Context: an optimization exercise on an open-source flow, tuned for small area and a short achievable clock period. The choices shown serve that exercise and are no tape-out recipe.
Function was checked by simulation only, so behaviour that the tests miss may differ from the original.
No activity file was given, so power comes from the tool's default toggle rates.

===== flow/config.mk =====
export PLATFORM = sky130hd
export DESIGN_NAME = ddr2_frontend
export DESIGN_NICKNAME = ddr2_frontend
export VERILOG_FILES = /design/flow/design.v
export SDC_FILE = /design/flow/constraint.sdc
export NUM_CORES = 4
export LEC_CHECK = 0
export CAP_MARGIN = 20
export CORE_MARGIN = 2
export CORE_UTILIZATION = 40
export SLEW_MARGIN = 20

===== flow/constraint.sdc =====
create_clock -name core_clock -period 3.8 [get_ports {CLK}]
set_input_delay 0.7600 -clock core_clock [delete_from_list [all_inputs] [get_ports {CLK}]]
set_output_delay 0.7600 -clock core_clock [all_outputs]
set_load 0.01 [all_outputs]

===== flow/design.v =====
`timescale 1ns/1ps
package ddr2_frontend_pkg;
    localparam logic [2:0] NOP = 3'b000;
    localparam logic [2:0] SCR = 3'b001;
    localparam logic [2:0] SCW = 3'b010;
    localparam logic [2:0] BLR = 3'b011;
    localparam logic [2:0] BLW = 3'b100;
    localparam int WORD_W = 16;
    localparam int DEPTH_LOG2 = 6;
    localparam int COUNT_W = DEPTH_LOG2 + 1;
    localparam logic [COUNT_W-1:0] FILL_LIMIT = 7'd33;
endpackage
`timescale 1ns/1ps
import ddr2_frontend_pkg::*;
module ddr2_sync_fifo
#(
    parameter int WIDTH      = 16,
    parameter int DEPTH_LOG2 = 6
) (
    input  logic               CLK,
    input  logic               RESET,
    input  logic               put_i,
    input  logic               get_i,
    input  logic [WIDTH-1:0]   data_i,
    output logic [WIDTH-1:0]   data_o,
    output logic [COUNT_W-1:0] fillcount_o,
    output logic               full_bar_o,
    output logic               empty_bar_o
);
    localparam int DEPTH = 1 << DEPTH_LOG2;
    logic [WIDTH-1:0]      mem [DEPTH];
    logic [DEPTH_LOG2-1:0] wr_ptr;
    logic [DEPTH_LOG2-1:0] rd_ptr;
    logic [COUNT_W-1:0]    count;
    logic                  do_put;
    logic                  do_get;
    assign do_put = put_i && full_bar_o;
    assign do_get = get_i && empty_bar_o;
    assign full_bar_o  = (count != COUNT_W'(DEPTH));
    assign empty_bar_o = (count != '0);
    assign fillcount_o = count;
    always_ff @(posedge CLK) begin
        if (do_put) begin
            mem[wr_ptr] <= data_i;
        end
        if (do_get) begin
            data_o <= mem[rd_ptr];
        end
    end
    always_ff @(posedge CLK) begin
        if (RESET) begin
            wr_ptr <= '0;
            rd_ptr <= '0;
            count  <= '0;
        end else begin
            if (do_put) begin
                wr_ptr <= wr_ptr + 1'b1;
            end
            if (do_get) begin
                rd_ptr <= rd_ptr + 1'b1;
            end
            case ({do_put, do_get})
                2'b10:   count <= count + 1'b1;
                2'b01:   count <= count - 1'b1;
                default: count <= count;
            endcase
        end
    end
endmodule
`timescale 1ns/1ps
import ddr2_frontend_pkg::*;
module ddr2_host_queues
#(
    parameter int CMD_W = 31
) (
    input  logic               CLK,
    input  logic               RESET,
    input  logic               cmd_put_i,
    input  logic [CMD_W-1:0]   cmd_entry_i,
    input  logic               put_data_i,
    input  logic [WORD_W-1:0]  din_i,
    output logic [COUNT_W-1:0] fillcount_o,
    output logic               notfull_o,
    input  logic               cmd_get_i,
    input  logic               data_get_i,
    output logic               cmd_valid_o,
    output logic [CMD_W-1:0]   cmd_entry_o,
    output logic               data_valid_o,
    output logic [WORD_W-1:0]  data_word_o
);
    logic cmd_full_bar;
    logic data_full_bar;
    logic cmd_accept;
    assign notfull_o = (fillcount_o < FILL_LIMIT) && cmd_full_bar && data_full_bar;
    assign cmd_accept = cmd_put_i && notfull_o;
    ddr2_sync_fifo #(
        .WIDTH      (CMD_W),
        .DEPTH_LOG2 (DEPTH_LOG2)
    ) u_cmd_fifo (
        .CLK         (CLK),
        .RESET       (RESET),
        .put_i       (cmd_accept),
        .get_i       (cmd_get_i),
        .data_i      (cmd_entry_i),
        .data_o      (cmd_entry_o),
        .fillcount_o (),
        .full_bar_o  (cmd_full_bar),
        .empty_bar_o (cmd_valid_o)
    );
    ddr2_sync_fifo #(
        .WIDTH      (WORD_W),
        .DEPTH_LOG2 (DEPTH_LOG2)
    ) u_data_fifo (
        .CLK         (CLK),
        .RESET       (RESET),
        .put_i       (put_data_i),
        .get_i       (data_get_i),
        .data_i      (din_i),
        .data_o      (data_word_o),
        .fillcount_o (fillcount_o),
        .full_bar_o  (data_full_bar),
        .empty_bar_o (data_valid_o)
    );
endmodule
`timescale 1ns/1ps
import ddr2_frontend_pkg::*;
module ddr2_return_path
#(
    parameter int ADDR_WIDTH = 25
) (
    input  logic                  CLK,
    input  logic                  RESET,
    input  logic                  put_return_i,
    input  logic [ADDR_WIDTH-1:0] return_addr_i,
    input  logic [WORD_W-1:0]     return_data_i,
    input  logic                  fetching_i,
    output logic [WORD_W-1:0]     dout_o,
    output logic [ADDR_WIDTH-1:0] raddr_o,
    output logic                  validout_o,
    output logic                  notfull_o,
    output logic [COUNT_W-1:0]    fillcount_o
);
    localparam int ENTRY_W = ADDR_WIDTH + WORD_W;
    logic [ENTRY_W-1:0] head_bits;
    logic               empty_bar;
    logic               pop;
    assign pop = fetching_i && empty_bar;
    ddr2_sync_fifo #(
        .WIDTH      (ENTRY_W),
        .DEPTH_LOG2 (DEPTH_LOG2)
    ) u_return_fifo (
        .CLK         (CLK),
        .RESET       (RESET),
        .put_i       (put_return_i),
        .get_i       (pop),
        .data_i      ({return_addr_i, return_data_i}),
        .data_o      (head_bits),
        .fillcount_o (fillcount_o),
        .full_bar_o  (notfull_o),
        .empty_bar_o (empty_bar)
    );
    assign dout_o  = head_bits[WORD_W-1:0];
    assign raddr_o = head_bits[ENTRY_W-1:WORD_W];
    always_ff @(posedge CLK) begin
        if (RESET) begin
            validout_o <= 1'b0;
        end else begin
            validout_o <= pop;
        end
    end
endmodule
`timescale 1ns/1ps
module ddr2_rank_select #(
    parameter int RANK_BITS = 1
) (
    input  logic                       CLK,
    input  logic                       RESET,
    input  logic                       init_ready_i,
    input  logic                       csbar_i,
    input  logic                       cmd_get_i,
    input  logic                       cmd_valid_i,
    input  logic [RANK_BITS-1:0]       cmd_rank_i,
    output logic [(1<<RANK_BITS)-1:0]  csbar_o
);
    localparam int NUM_RANKS = 1 << RANK_BITS;
    logic                 taken_q;
    logic [RANK_BITS-1:0] cur_rank;
    always_ff @(posedge CLK) begin
        if (RESET) begin
            taken_q <= 1'b0;
        end else if (cmd_get_i && cmd_valid_i) begin
            taken_q <= 1'b1;
        end
    end
    assign cur_rank = taken_q ? cmd_rank_i : '0;
    always_comb begin
        if (!init_ready_i) begin
            csbar_o = {NUM_RANKS{csbar_i}};
        end else begin
            csbar_o           = '1;
            csbar_o[cur_rank] = csbar_i;
        end
    end
endmodule
`timescale 1ns/1ps
import ddr2_frontend_pkg::*;
module ddr2_frontend
#(
    parameter int ADDR_WIDTH = 25,
    parameter int RANK_BITS  = 1
) (
    input  logic                       CLK,
    input  logic                       RESET,
    input  logic [2:0]                 cmd_i,
    input  logic [1:0]                 sz_i,
    input  logic [ADDR_WIDTH-1:0]      addr_i,
    input  logic [RANK_BITS-1:0]       rank_i,
    input  logic                       cmd_put_i,
    input  logic [15:0]                din_i,
    input  logic                       put_data_i,
    input  logic                       fetching_i,
    output logic [15:0]                dout_o,
    output logic [ADDR_WIDTH-1:0]      raddr_o,
    output logic [6:0]                 fillcount_o,
    output logic                       validout_o,
    output logic                       notfull_o,
    input  logic                       be_get_cmd_i,
    output logic                       be_cmd_valid_o,
    output logic [2:0]                 be_cmd_o,
    output logic [1:0]                 be_sz_o,
    output logic [ADDR_WIDTH-1:0]      be_addr_o,
    output logic [RANK_BITS-1:0]       be_rank_o,
    input  logic                       be_get_data_i,
    output logic                       be_data_valid_o,
    output logic [15:0]                be_data_o,
    input  logic                       be_put_return_i,
    input  logic [ADDR_WIDTH-1:0]      be_return_addr_i,
    input  logic [15:0]                be_return_data_i,
    output logic                       be_return_notfull_o,
    output logic [6:0]                 be_return_fillcount_o,
    input  logic                       init_ready_i,
    input  logic                       csbar_i,
    output logic [(1<<RANK_BITS)-1:0]  csbar_o
);
    localparam int CMD_W = ADDR_WIDTH + 3 + 2 + RANK_BITS;
    logic [CMD_W-1:0] host_cmd;
    logic [CMD_W-1:0] cmd_head;
    assign host_cmd = {addr_i, cmd_i, sz_i, rank_i};
    assign be_addr_o = cmd_head[CMD_W-1 -: ADDR_WIDTH];
    assign be_cmd_o  = cmd_head[RANK_BITS+2 +: 3];
    assign be_sz_o   = cmd_head[RANK_BITS +: 2];
    assign be_rank_o = cmd_head[RANK_BITS-1:0];
    ddr2_host_queues #(
        .CMD_W (CMD_W)
    ) u_host_queues (
        .CLK          (CLK),
        .RESET        (RESET),
        .cmd_put_i    (cmd_put_i),
        .cmd_entry_i  (host_cmd),
        .put_data_i   (put_data_i),
        .din_i        (din_i),
        .fillcount_o  (fillcount_o),
        .notfull_o    (notfull_o),
        .cmd_get_i    (be_get_cmd_i),
        .data_get_i   (be_get_data_i),
        .cmd_valid_o  (be_cmd_valid_o),
        .cmd_entry_o  (cmd_head),
        .data_valid_o (be_data_valid_o),
        .data_word_o  (be_data_o)
    );
    ddr2_return_path #(
        .ADDR_WIDTH (ADDR_WIDTH)
    ) u_return_path (
        .CLK           (CLK),
        .RESET         (RESET),
        .put_return_i  (be_put_return_i),
        .return_addr_i (be_return_addr_i),
        .return_data_i (be_return_data_i),
        .fetching_i    (fetching_i),
        .dout_o        (dout_o),
        .raddr_o       (raddr_o),
        .validout_o    (validout_o),
        .notfull_o     (be_return_notfull_o),
        .fillcount_o   (be_return_fillcount_o)
    );
    ddr2_rank_select #(
        .RANK_BITS (RANK_BITS)
    ) u_rank_select (
        .CLK          (CLK),
        .RESET        (RESET),
        .init_ready_i (init_ready_i),
        .csbar_i      (csbar_i),
        .cmd_get_i    (be_get_cmd_i),
        .cmd_valid_i  (be_cmd_valid_o),
        .cmd_rank_i   (be_rank_o),
        .csbar_o      (csbar_o)
    );
endmodule

===== flow/run.sh =====
#!/bin/bash
# synth_recipe.tcl (not shown) runs the flow's synth.tcl, then flattens the netlist and writes it again
# the make line also repeats each setting of config.mk as NAME=value (left out here)
make -C /OpenROAD-flow-scripts/flow DESIGN_CONFIG=/design/flow/config.mk WORK_HOME=/design/flow/orfs CLKGATE_MAP_FILE= SYNTH_SCRIPT=/design/flow/synth_recipe.tcl finish

==> results of run 1 <==
[metrics by stage]
step	std cells	setup slack, ns	hold slack (ns)	setup TNS, ns
floorplan	10200	-0.0309	0.463	-8.23
global placement	17900	-0.316	0.508	-0.713
CTS	18900	0.0610	0.113	0
finish	18900	0.163	0.203	0
global route	18900	0.0525	0.152	0
detailed placement	17900	-0.149	0.518	-0.219
[area by class of cell]
type / count / share of cell area, %
Antenna cell: 16 / 0.0155
Clock inverter: 346 / 1.31
Tap cell: 7287 / 3.53
Inverter: 24 / 0.0353
Clock buffer: 724 / 6.00
Multi-Input combinational cell: 3775 / 17.9
Sequential cell: 5779 / 66.9
Timing Repair Buffer: 988 / 4.25
[state kept, by name, summed over array words and instances, names as in the netlist]
signal                              cells
u_return_path.validout_o                1
u_rank_select.taken_q                   1
u_host_queues.u_data_fifo.rd_ptr        6
u_host_queues.u_data_fifo.mem        1024
u_host_queues.u_cmd_fifo.count          7
u_host_queues.u_data_fifo.data_o       16
u_host_queues.u_cmd_fifo.data_o        31
u_host_queues.u_cmd_fifo.mem         1984
u_host_queues.u_data_fifo.count         7
u_return_path.u_return_fifo.count       7
u_return_path.u_return_fifo.data_o     41
u_return_path.u_return_fifo.mem      2624
u_host_queues.u_cmd_fifo.wr_ptr         6
u_host_queues.u_data_fifo.wr_ptr        6
u_return_path.u_return_fifo.wr_ptr      6
u_host_queues.u_cmd_fifo.rd_ptr         6
u_return_path.u_return_fifo.rd_ptr      6
[cell usage in the layout, fill, tap and decap left out, types with 16 or more instances in the layout]
cell,synthesis,final
inv_6,0,16
o31ai_1,18,18
mux2i_1,872,872
clkbuf_16,0,600
inv_1,23,21
a2111oi_0,86,80
o21ai_0,150,148
a22oi_1,17,17
nand2_1,119,115
nor3_1,57,57
a221oi_1,18,18
clkinvlp_4,0,16
ha_1,24,23
o21ai_1,21,22
edfxtp_1,5720,5720
clkdlybuf4s50_1,0,116
clkinv_1,1,139
a21oi_1,122,122
a31o_1,36,36
clkinv_2,0,89
a211o_1,22,22
buf_2,184,53
nor2_1,432,305
buf_4,54,546
nor2b_1,25,22
diode_2,0,16
nand3_1,23,23
mux4_2,1161,1161
clkbuf_1,250,120
buf_12,0,270
o22ai_1,170,170
bufinv_16,0,41
o221ai_1,119,119
a211oi_1,102,102
xor2_1,19,19
dfxtp_1,59,41
nor2_4,0,125
[kinds of logic (layout without fill, tap and decap cells)]
group | count (synthesis) | after routing | synth area share [%]
flops | 5779 | 5779 | 78.1
mux | 2044 | 2044 | 15.8
compound gates | 944 | 944 | 2.97
simple gates | 729 | 729 | 1.42
buf+inv | 610 | 2082 | 1.38
xor+xnor | 31 | 31 | 0.123
fa+ha+maj | 27 | 27 | 0.163
other cells | 0 | 16 | 0
[final timing paths]
kind,endpoint,cells past startpoint
worst min-delay path,u_return_path.u_return_fifo.mem[40][3]$_DFFE_PP_,1
worst min register to register,u_rank_select.taken_q$_SDFFE_PP0P_,2
worst max-delay path,u_host_queues.u_cmd_fifo.count[6]$_SDFFE_PP0P_,12
worst max register to register,u_host_queues.u_cmd_fifo.count[6]$_SDFFE_PP0P_,12
[critical path: cells and delay by family (launching register included)]
kind	cells	cell delay, ns
AO/OA/AOI/OAI	3	0.54
flip-flops	1	0.31
adder cells (fa/ha/maj)	2	0.58
multiplexers	1	0.34
buffers and inverters	1	0.21
AND/OR/NAND/NOR	5	1.53
[routing by layer]
layer / GRT usage (%) / vias to the layer above / routed length, µm
met5: 0 / - / 27
met2: 32.1 / 4861 / 273000
met1: 28.5 / 58600 / 238000
met4: 4.90 / 4 / 14100
met3: 3.44 / 813 / 46500
li1: - / 44900 / -
[report_power, final]
part           leakage, nW  internal [W]  switching (W)
clock network         9.18        0.0321         0.0246
registers             52.0        0.0715       0.000787
logic                 17.0        0.0128         0.0146
total                 78.2         0.116         0.0400
[what timing repair did]
item | in CTS | in global routing
setup endpoints to repair | 3 | 1
hold buffers | 1 | 0
gates cloned | 0 | 0
resized for setup | 5 | 2
hold endpoints to repair | 15 | 0
==> impl_results.md, run 1 <==
- Run status: timing/DRC/antenna clean
- Initial Util: 40.1%
- Crit-path max FO: 5
- Register Area: 0.173 mm²
- Via-per-instance ratio: 5.77
- First-pass GRT wire length: 815 mm
- Setup Skew: 0.0791 ns
- Num CTS Buffers: 596
- CP max stage delay: 0.58 ns
- Synth Instances: 10,200
- Max-capacitance violation count: 0
- Die ar.: 0.559 mm²
- Worst Setup Start Kind: flip-flop
- Sequential fraction of the synthesis area: 78.1%
- Mapped Nets: 10,300
- Slowest CP cell: or4_4
- Setup CP Type: flip-flop to flip-flop
- Hpwl dp: 341 mm
- Port Buf Inserts: 206
- Global placement routability congestion: 0.801
- RR Startpoint: u_host_queues.u_data_fifo.count[0]$_SDFFE_PP0P_
- Crit path cell chain: or4_4, o21ai_2, buf_6, nand3_2, ha_2, ha_1, nor2b_1, o21ai_1, a21boi_1, or4_1, nand3_1, mux2_2
- Worst Max-Slew Pin Slew: 1.22 ns
- Final worst path period need: 3.64 ns
- Routed len/inst: 30.2 µm
- Final hold viol count: 0
- # fillers: 44,900
- Antenna-violating nets left: 0
- Placed inst area: 0.239 mm²
- WL final: 572 mm
- Max clock buf depth: 4
- Worst EP arrival: 4.57 ns
- YS warnings: 5
- Vias: 109,000
- Synthesized area: 0.221 mm²
- Post-synthesis register bit count: 5,779
- Initial antenna violation count: 42
- Die Wd: 748 µm
- Top cells by count, synth: 5,720 x edfxtp_1, 1,161 x mux4_2, 872 x mux2i_1
- HP Start: be_return_data_i[3]
- Share of layout cells above drive strength 1: 26.2%
- Grt ovf: 0
- Layout Area Growth over Synthesis: 16.8%
- # IOs: 207
- Top_reg_cell synth: edfxtp_1
- Yosys top cell by area: edfxtp_1
- Post-synth top area share: 77.6%
- Vias in the first global route: 111,000
- Final Cell Area: 0.258 mm²
- CTS clk-pin slew, worst paths: 0.06 ns
- Setup Viol. Count Final: 0
- GRT Overall Usage: 19.9%
- Largest cells by area after synthesis: edfxtp_1 78%, mux4_2 12%, mux2i_1 3.9%
- Crit path from: u_host_queues.u_data_fifo.count[0]$_SDFFE_PP0P_
- Htree depth: 6
- Syn Area/Cell: 21.8 µm²
- Remaining DRCs: 0
- Peak supply drop: 0.567 mV
- Post-synth EDFFs: 5,720
- Clk sink count: 5,779
- DR pass1 iterations: 6
- Synth cell types: 67
- Largest net degree at the start of global routing: 94
- Core Box Area: 0.552 mm²
- Final period util: 95.7%
- Critical Path RT: 4.74 ns
- Async SR Flop Fraction: 0%
- R2r setup slk: 0.16 ns
- Slew Limit Fails: 0
- Top-count cell post-synth: edfxtp_1
- Leak: 78.2 nW
- Die H: 748 µm
- CTS tree: built
- Worst Setup End Kind: flip-flop
- Worst-Skew Late Latency: 1.11 ns
- CTS Root Cell: clkbuf_16
- Hold crit path type: input port to flip-flop
- Nets: 11,300
- PD cells: 605 mW/mm²
- Row count: 273
- Multi-input gate area: 0.0464 mm²
- Initial drt markers: 13,300
- Maximum clock frequency: 275 MHz
- Worst rel slew slack: 18.1%
- RSZ-0062 raised after global routing: no
- Post-CTS setup repair buffer count: 0
- Power Total: 0.156 W
- Final core occ: 46.8%
==> inputs of run 2 (changes only) <==
--- a/flow/design.v
+++ b/flow/design.v
@@ -25,20 +25,30 @@
     output logic [WIDTH-1:0]   data_o,
     output logic [COUNT_W-1:0] fillcount_o,
     output logic               full_bar_o,
-    output logic               empty_bar_o
+    output logic               empty_bar_o,
+    output logic               do_put_o,
+    output logic               do_get_o
 );
     localparam int DEPTH = 1 << DEPTH_LOG2;
     logic [WIDTH-1:0]      mem [DEPTH];
     logic [DEPTH_LOG2-1:0] wr_ptr;
     logic [DEPTH_LOG2-1:0] rd_ptr;
     logic [COUNT_W-1:0]    count;
+    logic                  full_bar_q;
+    logic                  empty_bar_q;
     logic                  do_put;
     logic                  do_get;
-    assign do_put = put_i && full_bar_o;
-    assign do_get = get_i && empty_bar_o;
-    assign full_bar_o  = (count != COUNT_W'(DEPTH));
-    assign empty_bar_o = (count != '0);
+    logic                  inc;
+    logic                  dec;
+    assign do_put = put_i && full_bar_q;
+    assign do_get = get_i && empty_bar_q;
+    assign inc    = do_put && !do_get;
+    assign dec    = do_get && !do_put;
+    assign full_bar_o  = full_bar_q;
+    assign empty_bar_o = empty_bar_q;
     assign fillcount_o = count;
+    assign do_put_o    = do_put;
+    assign do_get_o    = do_get;
     always_ff @(posedge CLK) begin
         if (do_put) begin
             mem[wr_ptr] <= data_i;
@@ -49,21 +59,24 @@
     end
     always_ff @(posedge CLK) begin
         if (RESET) begin
-            wr_ptr <= '0;
-            rd_ptr <= '0;
-            count  <= '0;
+            wr_ptr      <= '0;
+            rd_ptr      <= '0;
+            count       <= '0;
+            full_bar_q  <= 1'b1;
+            empty_bar_q <= 1'b0;
         end else begin
-            if (do_put) begin
-                wr_ptr <= wr_ptr + 1'b1;
+            if (do_put) wr_ptr <= wr_ptr + 1'b1;
+            if (do_get) rd_ptr <= rd_ptr + 1'b1;
+            if (inc) count <= count + 1'b1;
+            if (dec) count <= count - 1'b1;
+            if (inc) begin
+                empty_bar_q <= 1'b1;
+                full_bar_q  <= (count != COUNT_W'(DEPTH - 1));
             end
-            if (do_get) begin
-                rd_ptr <= rd_ptr + 1'b1;
+            if (dec) begin
+                full_bar_q  <= 1'b1;
+                empty_bar_q <= (count != COUNT_W'(1));
             end
-            case ({do_put, do_get})
-                2'b10:   count <= count + 1'b1;
-                2'b01:   count <= count - 1'b1;
-                default: count <= count;
-            endcase
         end
     end
 endmodule
@@ -88,11 +101,14 @@
     output logic               data_valid_o,
     output logic [WORD_W-1:0]  data_word_o
 );
-    logic cmd_full_bar;
-    logic data_full_bar;
     logic cmd_accept;
-    assign notfull_o = (fillcount_o < FILL_LIMIT) && cmd_full_bar && data_full_bar;
-    assign cmd_accept = cmd_put_i && notfull_o;
+    logic notfull_q;
+    logic cmd_do_put, cmd_do_get;
+    logic dat_do_put, dat_do_get;
+    logic cmd_full_bar, data_full_bar;
+    logic [COUNT_W-1:0] cmd_count;
+    assign notfull_o  = notfull_q;
+    assign cmd_accept = cmd_put_i && notfull_q;
     ddr2_sync_fifo #(
         .WIDTH      (CMD_W),
         .DEPTH_LOG2 (DEPTH_LOG2)
@@ -103,9 +119,11 @@
         .get_i       (cmd_get_i),
         .data_i      (cmd_entry_i),
         .data_o      (cmd_entry_o),
-        .fillcount_o (),
+        .fillcount_o (cmd_count),
         .full_bar_o  (cmd_full_bar),
-        .empty_bar_o (cmd_valid_o)
+        .empty_bar_o (cmd_valid_o),
+        .do_put_o    (cmd_do_put),
+        .do_get_o    (cmd_do_get)
     );
     ddr2_sync_fifo #(
         .WIDTH      (WORD_W),
@@ -119,8 +137,28 @@
         .data_o      (data_word_o),
         .fillcount_o (fillcount_o),
         .full_bar_o  (data_full_bar),
-        .empty_bar_o (data_valid_o)
+        .empty_bar_o (data_valid_o),
+        .do_put_o    (dat_do_put),
+        .do_get_o    (dat_do_get)
     );
+    logic d_lt33_next;
+    logic c_nf_next;
+    always_comb begin
+        case ({dat_do_put, dat_do_get})
+            2'b10:   d_lt33_next = (fillcount_o < 7'd32);
+            2'b01:   d_lt33_next = (fillcount_o < 7'd34);
+            default: d_lt33_next = (fillcount_o < 7'd33);
+        endcase
+        case ({cmd_do_put, cmd_do_get})
+            2'b10:   c_nf_next = (cmd_count != 7'd63) && (cmd_count != 7'd64);
+            2'b01:   c_nf_next = 1'b1;
+            default: c_nf_next = (cmd_count != 7'd64);
+        endcase
+    end
+    always_ff @(posedge CLK) begin
+        if (RESET) notfull_q <= 1'b1;
+        else       notfull_q <= d_lt33_next && c_nf_next;
+    end
 endmodule
 `timescale 1ns/1ps
 import ddr2_frontend_pkg::*;
@@ -144,7 +182,6 @@
     logic [ENTRY_W-1:0] head_bits;
     logic               empty_bar;
     logic               pop;
-    assign pop = fetching_i && empty_bar;
     ddr2_sync_fifo #(
         .WIDTH      (ENTRY_W),
         .DEPTH_LOG2 (DEPTH_LOG2)
@@ -152,21 +189,20 @@
         .CLK         (CLK),
         .RESET       (RESET),
         .put_i       (put_return_i),
-        .get_i       (pop),
+        .get_i       (fetching_i),
         .data_i      ({return_addr_i, return_data_i}),
         .data_o      (head_bits),
         .fillcount_o (fillcount_o),
         .full_bar_o  (notfull_o),
-        .empty_bar_o (empty_bar)
+        .empty_bar_o (empty_bar),
+        .do_put_o    (),
+        .do_get_o    (pop)
     );
     assign dout_o  = head_bits[WORD_W-1:0];
     assign raddr_o = head_bits[ENTRY_W-1:WORD_W];
     always_ff @(posedge CLK) begin
-        if (RESET) begin
-            validout_o <= 1'b0;
-        end else begin
-            validout_o <= pop;
-        end
+        if (RESET) validout_o <= 1'b0;
+        else       validout_o <= pop;
     end
 endmodule
 `timescale 1ns/1ps
@@ -194,11 +230,8 @@
     end
     assign cur_rank = taken_q ? cmd_rank_i : '0;
     always_comb begin
-        if (!init_ready_i) begin
-            csbar_o = {NUM_RANKS{csbar_i}};
-        end else begin
-            csbar_o           = '1;
-            csbar_o[cur_rank] = csbar_i;
+        for (int r = 0; r < NUM_RANKS; r++) begin
+            csbar_o[r] = csbar_i | (init_ready_i & (cur_rank != RANK_BITS'(r)));
         end
     end
 endmodule
==> impl_results.md, run 2 <==
- Initial antenna violation count: 36 (-14%)
- Leak: 78.2 nW (about the same)
- Worst-Skew Late Latency: 1.12 ns (about the same)
- Die H: 748 µm (about the same)
- Reg2reg path depth: 7 (-5)
- Post-synthesis register bit count: 5,786 (+0.12%)
- Grt ovf: 0 (unchanged)
- Die ar.: 0.560 mm² (about the same)
- Power Total: 0.135 W (-14%)
- Placed inst area: 0.239 mm² (-0.17%)
- Final period util: 96.6% (+0.84 points)
- Routed len/inst: 32.4 µm (+7.4%)
- PD cells: 524 mW/mm² (-13%)
- Antenna-violating nets left: 0 (unchanged)
- Maximum clock frequency: 273 MHz (-0.87%)
- Core Box Area: 0.552 mm² (about the same)
- Largest cells by area after synthesis: edfxtp_1 78%, mux4_2 11%, mux2i_1 3.6%
- Final worst setup slack: 0.131 ns (-0.0319 ns)
- Largest net degree at the start of global routing: 77 (-18%)
- # IOs: 207 (unchanged)
- Row count: 273 (unchanged)
- Critical Path RT: 4.67 ns (-0.07 ns)
- Final Cell Area: 0.258 mm² (about the same)
- Port Buf Inserts: 206 (unchanged)
- Most used routing layer: met2
- Initial drt markers: 14,800 (+12%)
- Synth cell types: 78 (+16%)
- GR Layer Usage met3: 3.75% (+0.31 points)
- Hold crit path type: input port to flip-flop
- R2r setup slk: 0.13 ns (-0.03 ns)
- Run status: timing/DRC/antenna clean
- Sequential fraction of the synthesis area: 78.1% (about the same)
- Top_reg_cell synth: edfxtp_1
- Initial Util: 40.1% (about the same)
- Vias in the first global route: 112,000 (+0.67%)
- GRT Overall Usage: 21.5% (+1.6 points)
- Top cells by count, synth: 5,720 x edfxtp_1, 1,090 x mux4_2, 795 x mux2i_1
- Setup Skew: 0.109 ns (+0.0301 ns)
- Setup CP Type: flip-flop to flip-flop
- Worst Setup Start Kind: flip-flop
- Hpwl dp: 373 mm (+9.2%)
- Yosys top cell by area: edfxtp_1
- Leading cell type in the layout, fill and taps excluded: edfxtp_1
- Num CTS Buffers: 598 (+0.34%)
- Worst Setup End Kind: flip-flop
- Setup Viol. Count Final: 0 (unchanged)
- CTS clk-pin slew, worst paths: 0.06 ns (about the same)
- Vias: 112,000 (+2.5%)
- YS warnings: 6 (+1)
- WHS: 0.0988 ns (-0.104 ns)
- Share of layout cells above drive strength 1: 26.7% (+0.48 points)
- RSZ-0062 raised after global routing: no
- Final hold viol count: 0 (unchanged)
- Global placement routability congestion: 0.860 (+7.5%)
- Dpl cells: 18,000 (+0.57%)
- CTS-repair resized insts: 0 (-5)
- Crit path from: u_host_queues.u_cmd_fifo.rd_ptr[0]$_SDFFE_PP0P_
- CTS tree: built
- Top flop regs: u_return_path.u_return_fifo.mem x2624, u_host_queues.u_cmd_fifo.mem x1984, u_host_queues.u_data_fifo.mem x1024
- Mapped Nets: 10,300 (+0.41%)
- Largest Register: u_return_path.u_return_fifo.mem
- Via-per-instance ratio: 5.87 (+1.8%)
- GRT met2 Usage: 34.5% (+2.4 points)
- Syn Area/Cell: 21.7 µm² (-0.38%)
- Worst Max-Slew Pin Slew: 1.31 ns (+0.0809 ns)
- DP Worst Slack: 0.147 ns (+0.296 ns)
- Top-count cell post-synth: edfxtp_1
- Clk sink count: 5,786 (+0.12%)
- Max FFs per register: 2,624 (unchanged)
- Met1 global-route usage: 30.3% (+1.8 points)
- Max clock buf depth: 4 (unchanged)
- Fin cells: 19,100 (+0.61%)
- RR Startpoint: u_host_queues.u_cmd_fifo.rd_ptr[0]$_SDFFE_PP0P_
- Async SR Flop Fraction: 0% (unchanged)
- Peak supply drop: 0.496 mV (-13%)
- Final worst path period need: 3.67 ns (+0.0319 ns)
- First-pass GRT wire length: 864 mm (+6.1%)
- Slew Limit Fails: 0 (unchanged)
- Max-capacitance violation count: 0 (unchanged)
- DR pass1 iterations: 8 (+2)
- Post-synth EDFFs: 5,720 (unchanged)
- WL final: 618 mm (+8.1%)
- Synthesized area: 0.222 mm² (about the same)
- Worst EP arrival: 4.54 ns (-0.03 ns)
- Die Wd: 748 µm (about the same)
- CTS Root Cell: clkbuf_16
- Most frequent cells in the layout: 5,720 x edfxtp_1, 1,090 x mux4_2, 795 x mux2i_1, 671 x buf_4, 601 x clkbuf_16
- Remaining DRCs: 0 (unchanged)
- Post-synth top area share: 77.5% (about the same)
- Synth Instances: 10,200 (+0.46%)
- Htree depth: 6 (unchanged)
- Nets: 11,400 (+0.89%)
- Worst Setup EP: u_host_queues.u_cmd_fifo.data_o[25]$_DFFE_PP_
- Reg2reg end: u_host_queues.u_cmd_fifo.data_o[25]$_DFFE_PP_
- Worst rel slew slack: 10.7% (-7.4 points)
- Layout Area Growth over Synthesis: 16.6%
- Crit-path max FO: 40 (+35)
==> run 2: cell types whose count changed after synthesis, sizes merged, moves of 45 or more <==
cell / before / now
a2111oi: 86 / 41
o21ai: 171 / 69
mux2i: 872 / 795
mux4: 1161 / 1090
nor2: 432 / 356
a22o: 2 / 90
a211oi: 102 / 193
mux2: 11 / 85
a22oi: 17 / 111
==> run 2: kinds of logic after synthesis <==
| logic type | after synthesis | share of synthesized area (%) |
|---|---|---|
| buffers and inverters | 609 | 1.42 |
| and+or+nand+nor | 716 | 1.52 |
| AOI/OAI and AO/OA | 1061 | 3.51 |
| xor gates and xnor gates | 47 | 0.186 |
| DFF | 5786 | 78.1 |
| adders and majority gates | 22 | 0.124 |
| muxes | 1970 | 15.1 |
==> run 2: worst min path at each step <==
stage	depth (start not counted)	start	end	slack, ns
floorplan	2	u_return_path.u_return_fifo.empty_bar_q$_SDFFE_PP0P_	u_return_path.u_return_fifo.empty_bar_q$_SDFFE_PP0P_	0.45
global placement	2	u_return_path.u_return_fifo.empty_bar_q$_SDFFE_PP0P_	u_return_path.u_return_fifo.empty_bar_q$_SDFFE_PP0P_	0.48
detailed placement	2	u_return_path.u_return_fifo.empty_bar_q$_SDFFE_PP0P_	u_return_path.u_return_fifo.empty_bar_q$_SDFFE_PP0P_	0.50
CTS	1	be_return_data_i[7]	u_return_path.u_return_fifo.mem[28][7]$_DFFE_PP_	0.01
global route	1	be_return_data_i[7]	u_return_path.u_return_fifo.mem[28][7]$_DFFE_PP_	0.04
finish	1	be_return_data_i[7]	u_return_path.u_return_fifo.mem[28][7]$_DFFE_PP_	0.1
==> run 2: metrics by stage <==
stage	utilization [%]	setup TNS, ns
2_1_floorplan	-	-19.04
3_3_place_gp	43.3	-0.137
3_5_place_dp	43.3	0
4_1_cts	46.8	0
5_1_grt	46.8	0
6_report	46.8	0
==> run 2: report_power, final <==
group	internal [W]	leakage (nW)	switching (W)
combinational	0.00280	16.8	0.00445
clock	0.0322	9.31	0.0251
sequential	0.0705	52.0	0.000259
total	0.105	78.2	0.0298
==> run 2: metal layers <==
layer	wire (µm)	vias to the layer above
met5	150	-
met4	20600	24
met3	53700	936
met2	293000	5617
met1	250000	60100
li1	-	45300
==> run 2: what timing repair did <==
action	in CTS	in global routing
endpoints found under the setup margin	0	0
setup buffers	0	0
hold endpoints to repair	9	0
hold buffers	1	0
==> run 2: final cells by class <==
type                            instances  area [µm²]
Antenna cell                            9        22.5
Fill cell                           44800      294000
Sequential cell                      5786      173000
Inverter                               18        68.8
Timing Repair Buffer                 1050       10400
Multi-Input combinational cell       3816       46300
Tap cell                             7287        9120
Clock inverter                        347        3570
Clock buffer                          742       15700
==> run 2: critical path, cell delays in order, from the launching register on <==
cell and delay, ns:
dfxtp_4 0.41, buf_12 0.26, buf_4 0.53, mux4_2 0.56
a2111oi_0 1.13, buf_4 0.27, nor4_1 0.06, buf_4 0.17
==> inputs of run 3 (changes only) <==
--- a/flow/design.v
+++ b/flow/design.v
@@ -30,16 +30,18 @@
     output logic               do_get_o
 );
     localparam int DEPTH = 1 << DEPTH_LOG2;
-    logic [WIDTH-1:0]      mem [DEPTH];
-    logic [DEPTH_LOG2-1:0] wr_ptr;
-    logic [DEPTH_LOG2-1:0] rd_ptr;
-    logic [COUNT_W-1:0]    count;
-    logic                  full_bar_q;
-    logic                  empty_bar_q;
-    logic                  do_put;
-    logic                  do_get;
-    logic                  inc;
-    logic                  dec;
+    localparam int NLO   = 8;
+    localparam int NHI   = DEPTH / NLO;
+    logic [WIDTH-1:0]   mem [DEPTH];
+    logic [NLO-1:0]     wr_lo, rd_lo;
+    logic [NHI-1:0]     wr_hi, rd_hi;
+    logic [COUNT_W-1:0] count;
+    logic               full_bar_q;
+    logic               empty_bar_q;
+    logic               do_put;
+    logic               do_get;
+    logic               inc;
+    logic               dec;
     assign do_put = put_i && full_bar_q;
     assign do_get = get_i && empty_bar_q;
     assign inc    = do_put && !do_get;
@@ -49,24 +51,56 @@
     assign fillcount_o = count;
     assign do_put_o    = do_put;
     assign do_get_o    = do_get;
+    logic [DEPTH-1:0] wr_row;
+    always_comb begin
+        for (int i = 0; i < DEPTH; i++) begin
+            wr_row[i] = wr_hi[i / NLO] && wr_lo[i % NLO];
+        end
+    end
     always_ff @(posedge CLK) begin
-        if (do_put) begin
-            mem[wr_ptr] <= data_i;
+        for (int i = 0; i < DEPTH; i++) begin
+            if (do_put && wr_row[i]) begin
+                mem[i] <= data_i;
+            end
+        end
+    end
+    logic [WIDTH-1:0] grp [NHI];
+    logic [WIDTH-1:0] rd_word;
+    always_comb begin
+        for (int g = 0; g < NHI; g++) begin
+            grp[g] = '0;
+            for (int k = 0; k < NLO; k++) begin
+                grp[g] = grp[g] | (mem[g * NLO + k] & {WIDTH{rd_lo[k]}});
+            end
         end
+        rd_word = '0;
+        for (int g = 0; g < NHI; g++) begin
+            rd_word = rd_word | (grp[g] & {WIDTH{rd_hi[g]}});
+        end
+    end
+    always_ff @(posedge CLK) begin
         if (do_get) begin
-            data_o <= mem[rd_ptr];
+            data_o <= rd_word;
         end
     end
     always_ff @(posedge CLK) begin
         if (RESET) begin
-            wr_ptr      <= '0;
-            rd_ptr      <= '0;
+            wr_lo       <= NLO'(1);
+            wr_hi       <= NHI'(1);
+            rd_lo       <= NLO'(1);
+            rd_hi       <= NHI'(1);
             count       <= '0;
             full_bar_q  <= 1'b1;
             empty_bar_q <= 1'b0;
         end else begin
-            if (do_put) wr_ptr <= wr_ptr + 1'b1;
-            if (do_get) rd_ptr <= rd_ptr + 1'b1;
+            if (do_put) begin
+                wr_lo <= {wr_lo[NLO-2:0], wr_lo[NLO-1]};
+                if (wr_lo[NLO-1]) wr_hi <= {wr_hi[NHI-2:0], wr_hi[NHI-1]};
+            end
+            if (do_get) begin
+                rd_lo <= {rd_lo[NLO-2:0], rd_lo[NLO-1]};
+                if (rd_lo[NLO-1]) rd_hi <= {rd_hi[NHI-2:0], rd_hi[NHI-1]};
+            end
             if (inc) count <= count + 1'b1;
             if (dec) count <= count - 1'b1;
             if (inc) begin
--- a/flow/config.mk
+++ b/flow/config.mk
@@ -7,5 +7,6 @@
 export LEC_CHECK = 0
 export CAP_MARGIN = 20
 export CORE_MARGIN = 2
-export CORE_UTILIZATION = 40
+export CORE_UTILIZATION = 60
+export SETUP_SLACK_MARGIN = 1.6
 export SLEW_MARGIN = 20
==> impl_results.md, run 3 <==
- Global placement routability congestion: 0.894 (+3.9%)
- Bufs and invs on worst path: 1 (-3)
- Final hold viol count: 0 (unchanged)
- Htree depth: 6 (unchanged)
- Row count: 216 (-21%)
- Via-per-instance ratio: 7.33 (+25%)
- Slew Limit Fails: 0 (unchanged)
- Nets: 12,600 (+11%)
- Worst Setup Start Kind: flip-flop
- Sequential power share: 53.7% (+1.4 points)
- Critical Path RT: 3.04 ns (-1.63 ns)
- Routed len/inst: 41.1 µm (+27%)
- Worst rel slew slack: 11.9% (+1.2 points)
- Mapped Nets: 11,300 (+9.8%)
- DR pass1 iterations: 9 (+1)
- Register Area: 0.174 mm² (+0.78%)
- WHS: 0.113 ns (+0.0143 ns)
- Worst Setup End Kind: primary output
- Remaining DRCs: 0 (unchanged)
- Top cells by count, synth: 5,720 x edfxtp_1, 3,168 x a22oi_1, 792 x nand4_1
- Num CTS Buffers: 582 (-2.7%)
- Initial antenna violation count: 57 (+58%)
- Initial Util: 60.4% (+20 points)
- Layout Area Growth over Synthesis: 20.5%
- Largest net degree at the start of global routing: 98 (+27%)
- Synth Instances: 11,200 (+10%)
- Max-capacitance violation count: 0 (unchanged)
- Final worst path period need: 2.91 ns (-0.764 ns)
- Synthesized area: 0.209 mm² (-5.4%)
- Antenna-violating nets left: 0 (unchanged)
- CTS clk-pin slew, worst paths: 0.06 ns (about the same)
- Reg2reg path depth: 7 (unchanged)
- GRT Overall Usage: 39.9% (+18 points)
- Die Wd: 595 µm (-20%)
- Crit-path max FO: 2 (-95%)
- Synth cell types: 47 (-40%)
- CTS Root Cell: clkbuf_16
- Hpwl dp: 391 mm (+5.0%)
- Leading cell type in the layout, fill and taps excluded: edfxtp_1
- Vias: 129,000 (+15%)
- Post-synth EDFFs: 5,720 (unchanged)
- Max FFs per register: 2,624 (unchanged)
- Setup Viol. Count Final: 0 (unchanged)
- Dominant delay contributor by cell family on the critical path: flip-flops
- CTS tree: built
- Hold crit path type: input port to flip-flop
- Clk sink count: 5,846 (+1.0%)
- Combinational fraction of design power: 4.7% (-0.7 points)
- Vias in the first global route: 121,000 (+8.1%)
- Worst-Skew Late Latency: 1.06 ns (-0.06 ns)
- PD cells: 526 mW/mm² (+0.46%)
- R2r setup slk: 1.02 ns (+0.89 ns)
- Final period util: 76.5% (-20 points)
- Largest Register: u_return_path.u_return_fifo.mem
- # IOs: 207 (unchanged)
- Async SR Flop Fraction: 0% (unchanged)
- # fillers: 20,800 (-54%)
- Top flop regs: u_return_path.u_return_fifo.mem x2624, u_host_queues.u_cmd_fifo.mem x1984, u_host_queues.u_data_fifo.mem x1024
- Run status: timing/DRC/antenna clean
- Die H: 595 µm (-20%)
- Initial drt markers: 22,900 (+55%)
- Final worst setup slack: 0.894 ns (+0.764 ns)
- Max clock buf depth: 4 (unchanged)
- Clock power share: 41.6% (-0.7 points)
- Yosys top cell by area: edfxtp_1
- Reg2reg end: u_host_queues.u_cmd_fifo.data_o[20]$_DFFE_PP_
- HP Start: be_return_data_i[6]
- Grt ovf: 0 (unchanged)
- Die ar.: 0.354 mm² (-37%)
- Share of layout cells above drive strength 1: 23.1% (-3.6 points)
- Most frequent cells in the layout: 5,720 x edfxtp_1, 2,613 x a22oi_1, 792 x nand4_1, 648 x buf_4, 630 x clkbuf_16
- Worst EP arrival: 2.15 ns (-2.39 ns)
- First-pass GRT wire length: 979 mm (+13%)
- Internal power: 0.104 W (-1.0%)
- Top-count cell post-synth: edfxtp_1
- RSZ-0062 raised after global routing: yes
- Syn Area/Cell: 18.6 µm² (-14%)
- Post-synth top area share: 82.0% (+4.5 points)
- Peak supply drop: 0.483 mV (-2.5%)
- WL final: 722 mm (+17%)
- Largest cells by area after synthesis: edfxtp_1 82%, a22oi_1 11%, nand4_1 2.4%
- Post-synthesis register bit count: 5,846 (+1.0%)
- Leak: 78.3 nW (+0.18%)
- YS warnings: 12 (+6)
- Top_reg_cell synth: edfxtp_1
- DP Worst Slack: 0.563 ns (+0.416 ns)
- Hold Path Sink: u_return_path.u_return_fifo.mem[8][6]$_DFFE_PP_
- Core Box Area: 0.347 mm² (-37%)
- Sequential fraction of the synthesis area: 83.2% (+5.1 points)
- Switching share of power: 21.4% (-0.67 points)
- Setup Skew: 0.0335 ns (-0.0757 ns)
- Slowest CP cell: edfxtp_1
- Port Buf Inserts: 206 (unchanged)
- Setup CP Type: flip-flop to primary output
- WHS Path Cells: 1 (unchanged)
- CP max stage delay: 0.81 ns (-0.32 ns)
- Maximum clock frequency: 344 MHz (+26%)
- RR Startpoint: u_host_queues.u_cmd_fifo.rd_lo[0]$_SDFFE_PP1P_
- Worst Max-Slew Pin Slew: 1.32 ns (+0.0147 ns)
- Crit path cell chain: buf_2
- Multi-input gate area: 0.0361 mm² (-22%)
- Psw: 0.0284 W (-4.9%)
[run 3: cell types whose count changed after synthesis, moves of 112 or more]
cell	change
mux2i_1	-792
mux4_2	-1090
o221ai_1	-112
nand4_1	+788
clkbuf_1	+498
a22oi_1	+3057
buf_2	-177
and3_1	+166
a211oi_1	-189
nor2_1	-332
o22ai_1	-160
[run 3: metrics by stage]
stage	cells	TNS (ns)	utilization, %	power (W)	cell area [µm²]
CTS	17400	0	71.9	0.132	249000
detailed placement	15900	0	64.0	0.0776	222000
global placement	15900	-0.119	64.0	0.0775	222000
floorplan	11200	0	-	0.0742	210000
finish	17600	0	72.8	0.133	252000
global route	17600	0	72.8	0.135	252000
[run 3: logic make-up (layout without fill, tap and decap cells)]
logic type / count (synthesis) / in the layout / synth area share (%)
buf+inv: 806 / 2490 / 1.45
fa+ha+maj: 16 / 16 / 0.0956
xor+xnor: 14 / 14 / 0.0585
compound gates: 3295 / 3295 / 11.7
other cells: 0 / 50 / 0
mux: 5 / 5 / 0.0251
flops: 5846 / 5846 / 83.2
simple gates: 1251 / 1293 / 3.48
[run 3: area by class of cell]
cell class / instances / area share [%]
clock buffers: 750 / 6.37
flip-flops and latches: 5846 / 69.1
repair buffers: 1413 / 6.97
diodes: 50 / 0.0496
well taps: 4578 / 2.27
repair inverters: 1 / 0.00347
clock inverters: 290 / 0.798
multi-input cells: 4623 / 14.3
inverters: 36 / 0.0932
[run 3: worst max-delay path by stage]
stage | start | to | slack [ns] | cells after the start
finish | u_return_path.u_return_fifo.data_o[36]$_DFFE_PP_ | raddr_o[20] | 0.89 | 1
global route | u_return_path.u_return_fifo.data_o[14]$_DFFE_PP_ | dout_o[14] | 0.94 | 1
CTS | u_return_path.u_return_fifo.data_o[36]$_DFFE_PP_ | raddr_o[20] | 0.88 | 1
detailed placement | cmd_put_i | u_host_queues.u_cmd_fifo.mem[25][9]$_DFFE_PP_ | 0.56 | 6
global placement | put_data_i | u_host_queues.notfull_q$_SDFF_PP1_ | -0.12 | 7
floorplan | fetching_i | u_return_path.u_return_fifo.count[6]$_SDFFE_PP0P_ | 1.52 | 7
[run 3: repair_timing]
action                                 4_1_cts  5_1_grt
pin swaps                                  436      320
buffers inserted                           329      135
gates resized for setup                   1265      269
cloned                                     116       15
endpoints found under the hold margin        8        0
hold buffers                                 1        0
setup endpoints to repair                 2820     1219
[run 3: power by group through the flow]
stage                     clock network [W]  registers, W  logic, W
after detailed placement                  0        0.0727   0.00483
after CTS                            0.0554        0.0713   0.00577
final                                0.0553        0.0713   0.00620
after global routing                 0.0579        0.0712   0.00631
after floorplan                           0        0.0725   0.00170
after global placement                    0        0.0727   0.00475
[run 3: metal layers]
layer  vias to the layer above  GRT usage, %  part of all wire [%]
li1                      50600             -                     -
met1                     66500          55.7                    36
met2                     10300          61.1                    46
met3                      1589          9.01                    13
met4                        18          17.9                   5.5
met5                         -             0                 0.019
==> inputs of run 4 (changes only) <==
--- a/flow/design.v
+++ b/flow/design.v
@@ -79,7 +79,9 @@
         end
     end
     always_ff @(posedge CLK) begin
-        if (do_get) begin
+        if (RESET) begin
+            data_o <= '0;
+        end else if (do_get) begin
             data_o <= rd_word;
         end
     end
--- a/flow/config.mk
+++ b/flow/config.mk
@@ -7,6 +7,8 @@
 export LEC_CHECK = 0
 export CAP_MARGIN = 20
 export CORE_MARGIN = 2
-export CORE_UTILIZATION = 60
-export SETUP_SLACK_MARGIN = 1.6
+export CORE_UTILIZATION = 65
+export CTS_CLUSTER_DIAMETER = 80
+export CTS_CLUSTER_SIZE = 24
+export SETUP_SLACK_MARGIN = 1.3
 export SLEW_MARGIN = 20
==> impl_results.md, run 4 <==
- Run status: timing/DRC/antenna clean
- Initial antenna violation count: 44 (-23%)
- Dominant delay contributor by cell family on the critical path: compound AO/OA/AOI/OAI gates
- CTS clk-pin slew, worst paths: 0.10 ns (+0.04 ns)
- Max-capacitance violation count: 0 (unchanged)
- Vias in the first global route: 113,000 (-6.4%)
- GRT Overall Usage: 37.9% (-2.0 points)
- Largest cells by area after synthesis: edfxtp_1 80%, a22oi_1 11%, nand4_1 2.2%
- Remaining DRCs: 0 (unchanged)
- Port Buf Inserts: 206 (unchanged)
- Via-per-instance ratio: 7.51 (+2.4%)
- Crit-path max FO: 10 (+8)
- Critical Path RT: 4.63 ns (+1.59 ns)
- Top flop regs: u_return_path.u_return_fifo.mem x2624, u_host_queues.u_cmd_fifo.mem x1984, u_host_queues.u_data_fifo.mem x1024
- YS warnings: 12 (unchanged)
- Setup Viol. Count Final: 0 (unchanged)
- Psw: 0.0237 W (-16%)
- Post-synthesis mux area share: 0.00476% (-0.020 points)
- Die Wd: 573 µm (-3.7%)
- Synth Area in Simple Gates: 3.91% (+0.43 points)
- Most frequent cells in the layout: 5,632 x edfxtp_1, 2,740 x a22oi_1, 731 x nand4_1, 595 x buf_4, 336 x clkbuf_16
- RSZ-0062 raised after global routing: yes
- Layout Area Growth over Synthesis: 12.4%
- Switching share of power: 21.4% (+0.063 points)
- Die H: 573 µm (-3.7%)
- Worst rel slew slack: 14.1% (+2.3 points)
- DP Worst Slack: 0.443 ns (-0.120 ns)
- Largest Register: u_return_path.u_return_fifo.mem
- First-pass GRT wire length: 877 mm (-10%)
- Die ar.: 0.328 mm² (-7.2%)
- Antenna-violating nets left: 0 (unchanged)
- Reg2reg end: u_return_path.u_return_fifo.data_o[28]$_SDFFE_PP0P_
- DR pass1 iterations: 13 (+4)
- Top cells by count, synth: 5,632 x edfxtp_1, 2,993 x a22oi_1, 731 x nand4_1
- Post-synth top area share: 80.4% (-1.6 points)
- Grt ovf: 0 (unchanged)
- Worst Setup End Kind: flip-flop
- Setup CP Type: flip-flop to flip-flop
- CTS tree: built
- Hold crit path type: input port to flip-flop
- # IOs: 207 (unchanged)
- Crit path from: u_return_path.u_return_fifo.rd_lo[5]$_SDFFE_PP0P_
- Share of layout cells above drive strength 1: 15.6% (-7.5 points)
- Num CTS Buffers: 282 (-52%)
- Compound-cell area share of the yosys netlist: 11.6% (-0.057 points)
- Crit path cell chain: buf_4, buf_8, buf_4, a22oi_2, nand4_1, a222oi_1, nand4_1, nor3b_2
- Synthesized area: 0.210 mm² (+0.43%)
- Peak supply drop: 0.494 mV (+2.2%)
- CTS Root Cell: clkbuf_16
- WL final: 654 mm (-9.4%)
- Async SR Flop Fraction: 0% (unchanged)
- Final hold viol count: 0 (unchanged)
- Worst-Skew Late Latency: 0.96 ns (-0.10 ns)
- Max clock buf depth: 4 (unchanged)
- Slowest CP cell: a222oi_1
- Worst Max-Slew Pin Slew: 1.29 ns (-0.0342 ns)
- Routed len/inst: 39.4 µm (-4.1%)
- PD cells: 468 mW/mm² (-11%)
- XOR/XNOR share of the synthesized area: 0.0833% (+0.025 points)
- Setup_tns: 0 ns (unchanged)
- Post-synthesis register bit count: 5,846 (unchanged)
- Final worst setup slack: 1.03 ns (+0.140 ns)
- Vias: 125,000 (-3.2%)
- Combinational fraction of design power: 5.1% (+0.4 points)
- WP depth: 8 (+7)
- Clock power share: 30.7% (-11 points)
- Clk sink count: 5,846 (unchanged)
- Row count: 208 (-3.7%)
- Syn Area/Cell: 18.4 µm² (-1.3%)
- Bufs and invs on worst path: 3 (+2)
- Largest family of logic cells by synthesized area: compound AO/OA/AOI/OAI gates
- RR Startpoint: u_return_path.u_return_fifo.rd_lo[5]$_SDFFE_PP0P_
- Hpwl dp: 359 mm (-8.3%)
- Final period util: 72.8% (-3.7 points)
- Leading cell type in the layout, fill and taps excluded: edfxtp_1
- Initial drt markers: 24,200 (+5.7%)
- Largest net degree at the start of global routing: 90 (-8.2%)
- Synth Instances: 11,400 (+1.8%)
- Nets: 12,200 (-3.1%)
- Leak: 72.0 nW (-8.1%)
- CP max stage delay: 0.88 ns (+0.07 ns)
- Post-synth EDFFs: 5,632 (-1.5%)
- Worst Setup Start Kind: flip-flop
- Worst EP arrival: 3.60 ns (+1.45 ns)
- Top_reg_cell synth: edfxtp_1
- Worst Setup EP: u_return_path.u_return_fifo.data_o[28]$_SDFFE_PP0P_
- Final worst path period need: 2.77 ns (-0.140 ns)
- Initial Util: 65.4% (+5.0 points)
- Htree depth: 5 (-1)
- Adder-cell area share of the yosys netlist: 0.0952% (-0.00041 points)
- Maximum clock frequency: 362 MHz (+5.1%)
- Setup Skew: 0.0464 ns (+0.0130 ns)
- Reg2reg path depth: 8 (+1)
- Max FFs per register: 2,624 (unchanged)
- Slew Limit Fails: 0 (unchanged)
- Core Box Area: 0.322 mm² (-7.2%)
- Internal power: 0.0870 W (-17%)
- Yosys top cell by area: edfxtp_1
- Top-count cell post-synth: edfxtp_1
- R2r setup slk: 1.03 ns (about the same)
- Global placement routability congestion: 0.913 (+2.1%)
- Mapped Nets: 11,600 (+1.8%)
- Sequential fraction of the synthesis area: 82.4% (-0.78 points)
- Synth cell types: 50 (+6.4%)
- Sequential power share: 64.2% (+10 points)
-- run 4: cell count changes after synthesis, sizes merged, moves of 87 or more --
cell | previous run | this run
a222oi | 0 | 88
dfxtp | 126 | 214
nor2 | 24 | 120
a22oi | 3168 | 2993
buf | 39 | 524
edfxtp | 5720 | 5632
clkbuf | 731 | 277
a21oi | 103 | 190
-- run 4: power groups by stage --
stage,Combinational [W],Clock [W],Sequential (W)
after detailed placement,0.00492,0,0.0726
final,0.00567,0.0339,0.0711
after CTS,0.00529,0.0339,0.0711
after global routing,0.00580,0.0360,0.0711
after global placement,0.00482,0,0.0726
after floorplan,0.00184,0,0.0724
-- run 4: kinds of logic after synthesis --
group,count (synthesis)
flops,5846
compound gates,3292
simple gates,1424
buf+inv,837
xor+xnor,20
fa+ha+maj,16
mux,1
-- run 4: metrics by stage --
| stage | util [%] | cell area (µm²) | power [W] | hold WS (ns) | instances |
|---|---|---|---|---|---|
| floorplan | - | 211000 | 0.0742 | 0.445 | 11400 |
| global placement | 68.9 | 222000 | 0.0775 | 0.454 | 15800 |
| detailed placement | 68.9 | 222000 | 0.0776 | 0.466 | 15800 |
| CTS | 72.4 | 233000 | 0.110 | 0.0101 | 16400 |
| global route | 73.5 | 236000 | 0.113 | 0.0564 | 16600 |
| finish | 73.5 | 237000 | 0.111 | 0.0619 | 16600 |
-- run 4: area by class of cell --
class / instances / area [µm²]
well taps: 4305 / 5390
diodes: 29 / 72.6
clock inverters: 18 / 215
inverters: 36 / 141
clock buffers: 442 / 7910
flip-flops and latches: 5846 / 174000
repair buffers: 1183 / 14300
fillers: 19200 / 85100
multi-input cells: 4761 / 34900
-- run 4: what timing repair did --
item | CTS | global route
hold buffers | 0 | 0
pin swaps | 76 | 240
setup buffers | 160 | 111
cloned | 13 | 53
endpoints found under the setup margin | 310 | 316
gates resized for setup | 395 | 315
-- run 4: worst min-delay path by stage --
stage                                                          from                                              end  depth (start not counted)
floorplan           u_host_queues.u_data_fifo.wr_lo[7]$_SDFFE_PP0P_  u_host_queues.u_data_fifo.wr_lo[7]$_SDFFE_PP0P_                          2
finish                                                    addr_i[9]   u_host_queues.u_cmd_fifo.mem[43][15]$_DFFE_PP_                          1
CTS                                                       addr_i[9]   u_host_queues.u_cmd_fifo.mem[43][15]$_DFFE_PP_                          1
detailed placement  u_host_queues.u_data_fifo.wr_lo[7]$_SDFFE_PP0P_  u_host_queues.u_data_fifo.wr_lo[7]$_SDFFE_PP0P_                          2
global placement    u_host_queues.u_data_fifo.wr_lo[7]$_SDFFE_PP0P_  u_host_queues.u_data_fifo.wr_lo[7]$_SDFFE_PP0P_                          2
global route                                              addr_i[9]   u_host_queues.u_cmd_fifo.mem[43][15]$_DFFE_PP_                          1
-- run 4: routing by layer --
metal	part of all wire, %	GRT usage [%]	vias up
met5	0.025	0	-
met4	4.1	13.1	24
met3	15	8.57	1177
met2	44	54.9	10300
met1	36	57.6	63900
li1	-	-	49500
==> inputs of run 5 (changes only) <==
--- a/flow/design.v
+++ b/flow/design.v
@@ -245,29 +245,15 @@
 module ddr2_rank_select #(
     parameter int RANK_BITS = 1
 ) (
-    input  logic                       CLK,
-    input  logic                       RESET,
     input  logic                       init_ready_i,
     input  logic                       csbar_i,
-    input  logic                       cmd_get_i,
-    input  logic                       cmd_valid_i,
-    input  logic [RANK_BITS-1:0]       cmd_rank_i,
+    input  logic [RANK_BITS-1:0]       cur_rank_i,
     output logic [(1<<RANK_BITS)-1:0]  csbar_o
 );
     localparam int NUM_RANKS = 1 << RANK_BITS;
-    logic                 taken_q;
-    logic [RANK_BITS-1:0] cur_rank;
-    always_ff @(posedge CLK) begin
-        if (RESET) begin
-            taken_q <= 1'b0;
-        end else if (cmd_get_i && cmd_valid_i) begin
-            taken_q <= 1'b1;
-        end
-    end
-    assign cur_rank = taken_q ? cmd_rank_i : '0;
     always_comb begin
         for (int r = 0; r < NUM_RANKS; r++) begin
-            csbar_o[r] = csbar_i | (init_ready_i & (cur_rank != RANK_BITS'(r)));
+            csbar_o[r] = csbar_i | (init_ready_i & (cur_rank_i != RANK_BITS'(r)));
         end
     end
 endmodule
@@ -355,13 +341,9 @@
     ddr2_rank_select #(
         .RANK_BITS (RANK_BITS)
     ) u_rank_select (
-        .CLK          (CLK),
-        .RESET        (RESET),
         .init_ready_i (init_ready_i),
         .csbar_i      (csbar_i),
-        .cmd_get_i    (be_get_cmd_i),
-        .cmd_valid_i  (be_cmd_valid_o),
-        .cmd_rank_i   (be_rank_o),
+        .cur_rank_i   (be_rank_o),
         .csbar_o      (csbar_o)
     );
 endmodule
--- a/flow/config.mk
+++ b/flow/config.mk
@@ -10,5 +10,5 @@
 export CORE_UTILIZATION = 65
 export CTS_CLUSTER_DIAMETER = 80
 export CTS_CLUSTER_SIZE = 24
-export SETUP_SLACK_MARGIN = 1.3
+export SETUP_SLACK_MARGIN = 1.55
 export SLEW_MARGIN = 20
==> impl_results.md, run 5 <==
- Reg2reg path depth: 6 (-2)
- Die H: 573 µm (about the same)
- Maximum clock frequency: 379 MHz (+4.8%)
- CTS Root Cell: clkbuf_16
- Worst Max-Slew Pin Slew: 1.19 ns (-0.0947 ns)
- Final period util: 69.4% (-3.4 points)
- Async SR Flop Fraction: 0% (unchanged)
- Crit-path max FO: 17 (+7)
- Max-capacitance violation count: 0 (unchanged)
- Largest cells by area after synthesis: edfxtp_1 80%, a22oi_1 11%, nand4_1 2.3%
- Post-synth top area share: 80.4% (about the same)
- Yosys top cell by area: edfxtp_1
- CP max stage delay: 0.99 ns (+0.11 ns)
- Initial antenna violation count: 25 (-43%)
- Crit path cell chain: buf_16, a22oi_1, nand4_1, a222oi_1, nand4_1, nor3b_2
- Port Buf Inserts: 206 (unchanged)
- Largest Register: u_return_path.u_return_fifo.mem
- Worst EP arrival: 3.43 ns (-0.17 ns)
- First-pass GRT wire length: 883 mm (+0.77%)
- PD cells: 459 mW/mm² (-1.9%)
- Slowest CP cell: a222oi_1
- GRT Overall Usage: 37.9% (+0.053 points)
- Initial drt markers: 22,900 (-5.3%)
- Via-per-instance ratio: 7.49 (-0.30%)
- Max clock buf depth: 4 (unchanged)
- Share of layout cells above drive strength 1: 19.3% (+3.8 points)
- Crit path from: u_return_path.u_return_fifo.rd_lo[3]$_SDFFE_PP0P_
- Run status: timing/DRC/antenna clean
- Syn Area/Cell: 18.4 µm² (about the same)
- Largest net degree at the start of global routing: 81 (-10%)
- Worst rel slew slack: 20.5% (+6.3 points)
- Sequential fraction of the synthesis area: 82.4% (about the same)
- Hold crit path type: input port to flip-flop
- Synth Instances: 11,400 (-0.044%)
- CTS clk-pin slew, worst paths: 0.10 ns (about the same)
- Row count: 208 (unchanged)
- Post-synth EDFFs: 5,632 (unchanged)
- Antenna-violating nets left: 0 (unchanged)
- Global placement routability congestion: 0.883 (-3.2%)
- Layout Area Growth over Synthesis: 14.4%
- Setup Skew: 0.0396 ns (-0.00680 ns)
- R2r setup slk: 1.16 ns (+0.13 ns)
- Vias: 125,000 (+0.073%)
- Synthesized area: 0.210 mm² (about the same)
- Core Box Area: 0.322 mm² (unchanged)
- Mapped Nets: 11,500 (-0.043%)
- Top-count cell post-synth: edfxtp_1
- Top_reg_cell synth: edfxtp_1
- Htree depth: 5 (unchanged)
- Hold-fix buffers, CTS: 0 (unchanged)
- # IOs: 207 (unchanged)
- Num CTS Buffers: 282 (unchanged)
- Leading cell type in the layout, fill and taps excluded: edfxtp_1
- DR pass1 iterations: 13 (unchanged)
- Setup CP Type: flip-flop to flip-flop
- Die Wd: 573 µm (about the same)
- CTS tree: built
- Slew Limit Fails: 0 (unchanged)
- Top flop regs: u_return_path.u_return_fifo.mem x2624, u_host_queues.u_cmd_fifo.mem x1984, u_host_queues.u_data_fifo.mem x1024
- CP most frequent cell: nand4_1
- Top cells by count, synth: 5,632 x edfxtp_1, 2,984 x a22oi_1, 781 x nand4_1
- Synth cell types: 48 (-4.0%)
- Reg2reg end: u_return_path.u_return_fifo.data_o[38]$_SDFFE_PP0P_
- WHS: 0.223 ns (+0.161 ns)
- Peak supply drop: 0.502 mV (+1.6%)
- Worst Setup EP: u_return_path.u_return_fifo.data_o[38]$_SDFFE_PP0P_
- Max FFs per register: 2,624 (unchanged)
- Clk sink count: 5,845 (-0.017%)
- Vias in the first global route: 116,000 (+2.6%)
- Post-synthesis register bit count: 5,845 (-0.017%)
- RR Startpoint: u_return_path.u_return_fifo.rd_lo[3]$_SDFFE_PP0P_
- Worst Setup Start Kind: flip-flop
- Power Total: 0.111 W (-0.17%)
- Fin cells: 16,700 (+0.37%)
- WL final: 649 mm (-0.77%)
- Worst-Skew Late Latency: 0.95 ns (about the same)
- Die ar.: 0.328 mm² (about the same)
- Initial Util: 65.4% (about the same)
- YS warnings: 12 (unchanged)
- Most frequent cells in the layout: 5,632 x edfxtp_1, 2,565 x a22oi_1, 781 x nand4_1, 571 x buf_4, 427 x a22oi_2
- RSZ-0062 raised after global routing: yes
- Critical Path RT: 4.60 ns (-0.03 ns)
- Final hold viol count: 0 (unchanged)
- Nets: 12,300 (+0.94%)
- Final Cell Area: 0.241 mm² (+1.7%)
- Leak: 73.0 nW (+1.4%)
- Final worst path period need: 2.64 ns (-0.127 ns)
- Setup_tns: 0 ns (unchanged)
- Worst Setup End Kind: flip-flop
- Dpl cells: 15,700 (-0.45%)
- Setup Viol. Count Final: 0 (unchanged)
- Hpwl dp: 340 mm (-5.2%)
- Grt ovf: 0 (unchanged)
- Remaining DRCs: 0 (unchanged)
- Routed len/inst: 38.9 µm (-1.1%)
- Placed inst area: 0.221 mm² (-0.27%)
[run 5: area by class of cell]
| cell class | count | area (µm²) |
|---|---|---|
| antenna | 14 | 35.0 |
| clock buffer | 405 | 7750 |
| clock inverter | 17 | 158 |
| fill | 18500 | 81000 |
| inverter | 36 | 205 |
| multi-input combinational | 4769 | 36100 |
| sequential | 5845 | 174000 |
| tap | 4305 | 5390 |
| timing repair buffer | 1290 | 17200 |
| timing repair inverter | 1 | 6.26 |
[run 5: critical path, delay by kind of cell, from the launching register on]
kind	cells	cell delay [ns]
AND/OR/NAND/NOR	3	0.56
buffers and inverters	1	0.24
AO/OA/AOI/OAI	2	1.18
flip-flops	1	0.47
[run 5: layer usage]
metal	global-route usage, %	wire length, µm	vias to the layer above
met3	7.67	93700	1163
met1	57.1	238000	64100
met5	0	75	-
li1	-	-	49700
met2	56.4	291000	9933
met4	12.9	25800	12
[run 5: kinds of logic (layout without fill, tap and decap cells)]
kind of cell | count (synthesis) | in the layout | synth area share [%]
flops | 5845 | 5845 | 82.4
compound gates | 3296 | 3296 | 11.7
simple gates | 1419 | 1438 | 3.90
buf+inv | 836 | 1749 | 1.85
xor+xnor | 17 | 17 | 0.0708
fa+ha+maj | 16 | 16 | 0.0952
mux | 2 | 2 | 0.00952
other cells | 0 | 14 | 0
[run 5: worst min path at each step]
stage | start | to | slack (ns) | cells after the start
detailed placement | u_host_queues.u_cmd_fifo.rd_hi[6]$_SDFFE_PP0P_ | u_host_queues.u_cmd_fifo.rd_hi[7]$_SDFFE_PP0P_ | 0.46 | 2
floorplan | u_host_queues.u_data_fifo.wr_lo[7]$_SDFFE_PP0P_ | u_host_queues.u_data_fifo.wr_lo[7]$_SDFFE_PP0P_ | 0.45 | 2
global route | din_i[14] | u_host_queues.u_data_fifo.mem[24][14]$_DFFE_PP_ | 0.21 | 1
global placement | u_host_queues.u_cmd_fifo.rd_hi[6]$_SDFFE_PP0P_ | u_host_queues.u_cmd_fifo.rd_hi[7]$_SDFFE_PP0P_ | 0.45 | 2
CTS | din_i[14] | u_host_queues.u_data_fifo.mem[24][14]$_DFFE_PP_ | 0.17 | 1
finish | din_i[14] | u_host_queues.u_data_fifo.mem[24][14]$_DFFE_PP_ | 0.22 | 1
[run 5: power by group]
group          leakage, nW  internal, W  switching [W]
clock network         3.82       0.0144         0.0193
logic                 16.7      0.00189        0.00387
registers             52.5       0.0707       0.000368
total                 73.0       0.0870         0.0235
[run 5: stage by stage]
stage / setup slack (ns) / utilization, %
after floorplan: 1.34 / -
after global placement: 0.551 / 68.7
after detailed placement: 0.553 / 68.7
after CTS: 1.30 / 73.5
after global routing: 1.22 / 74.8
final: 1.16 / 74.8
[run 5: repair_timing]
action / in CTS / in global routing
setup buffers: 270 / 125
resized for setup: 1171 / 409
gates cloned: 77 / 49
setup endpoints to repair: 2484 / 531
endpoints found under the hold margin: 0 / 0
pin swaps: 237 / 326

[re-timing with driven ports]
No port has a modelled driver above. Below, the same layouts with a new extraction and two added sets of constraints. Step 1: set_driving_cell puts a clkbuf_16 on CLK and a buf_2 on each other input, an assumption about the parent block. Step 2, shift: input delay + t, output delay - t, t = (earliest + latest rising clock arrival at the registers) / 2. This alone moves slack from input paths to output paths. a / b / c = ideal / step 1 / step 2; a / b = the first two.
| run | t, ns | slack for setup (ns) | hold slack, ns | worst setup path at the end | clock arrival spread, ns | slew at the worst register clock pin (ns) |
|---|---|---|---|---|---|---|
| run 1 | 1.183 | 0.163 / 0.083 / -0.131 | 0.203 / 0.098 / 0.543 | input to register | 0.089 / 0.089 | 0.06 / 0.06 |
| run 2 | 1.192 | 0.131 / 0.131 / 0.130 | 0.099 / 0.013 / 0.504 | input to register | 0.122 / 0.121 | 0.07 / 0.07 |
| run 3 | 1.175 | 0.894 / 0.760 / 0.583 | 0.113 / 0.053 / 0.490 | input to register | 0.043 / 0.043 | 0.07 / 0.07 |
| run 4 | 1.048 | 1.034 / 1.034 / 0.275 | 0.062 / -0.011 / 0.476 | input to register | 0.058 / 0.058 | 0.10 / 0.10 |
| run 5 | 1.038 | 1.162 / 1.162 / 0.590 | 0.223 / 0.145 / 0.489 | input to register | 0.051 / 0.050 | 0.10 / 0.10 |
With both steps, setup timing fails in run 1, where it was met with ideal ports. For run 4, which loses most, drivers alone change the setup slack by 0.000 ns; drivers and shift together by -0.759 ns.
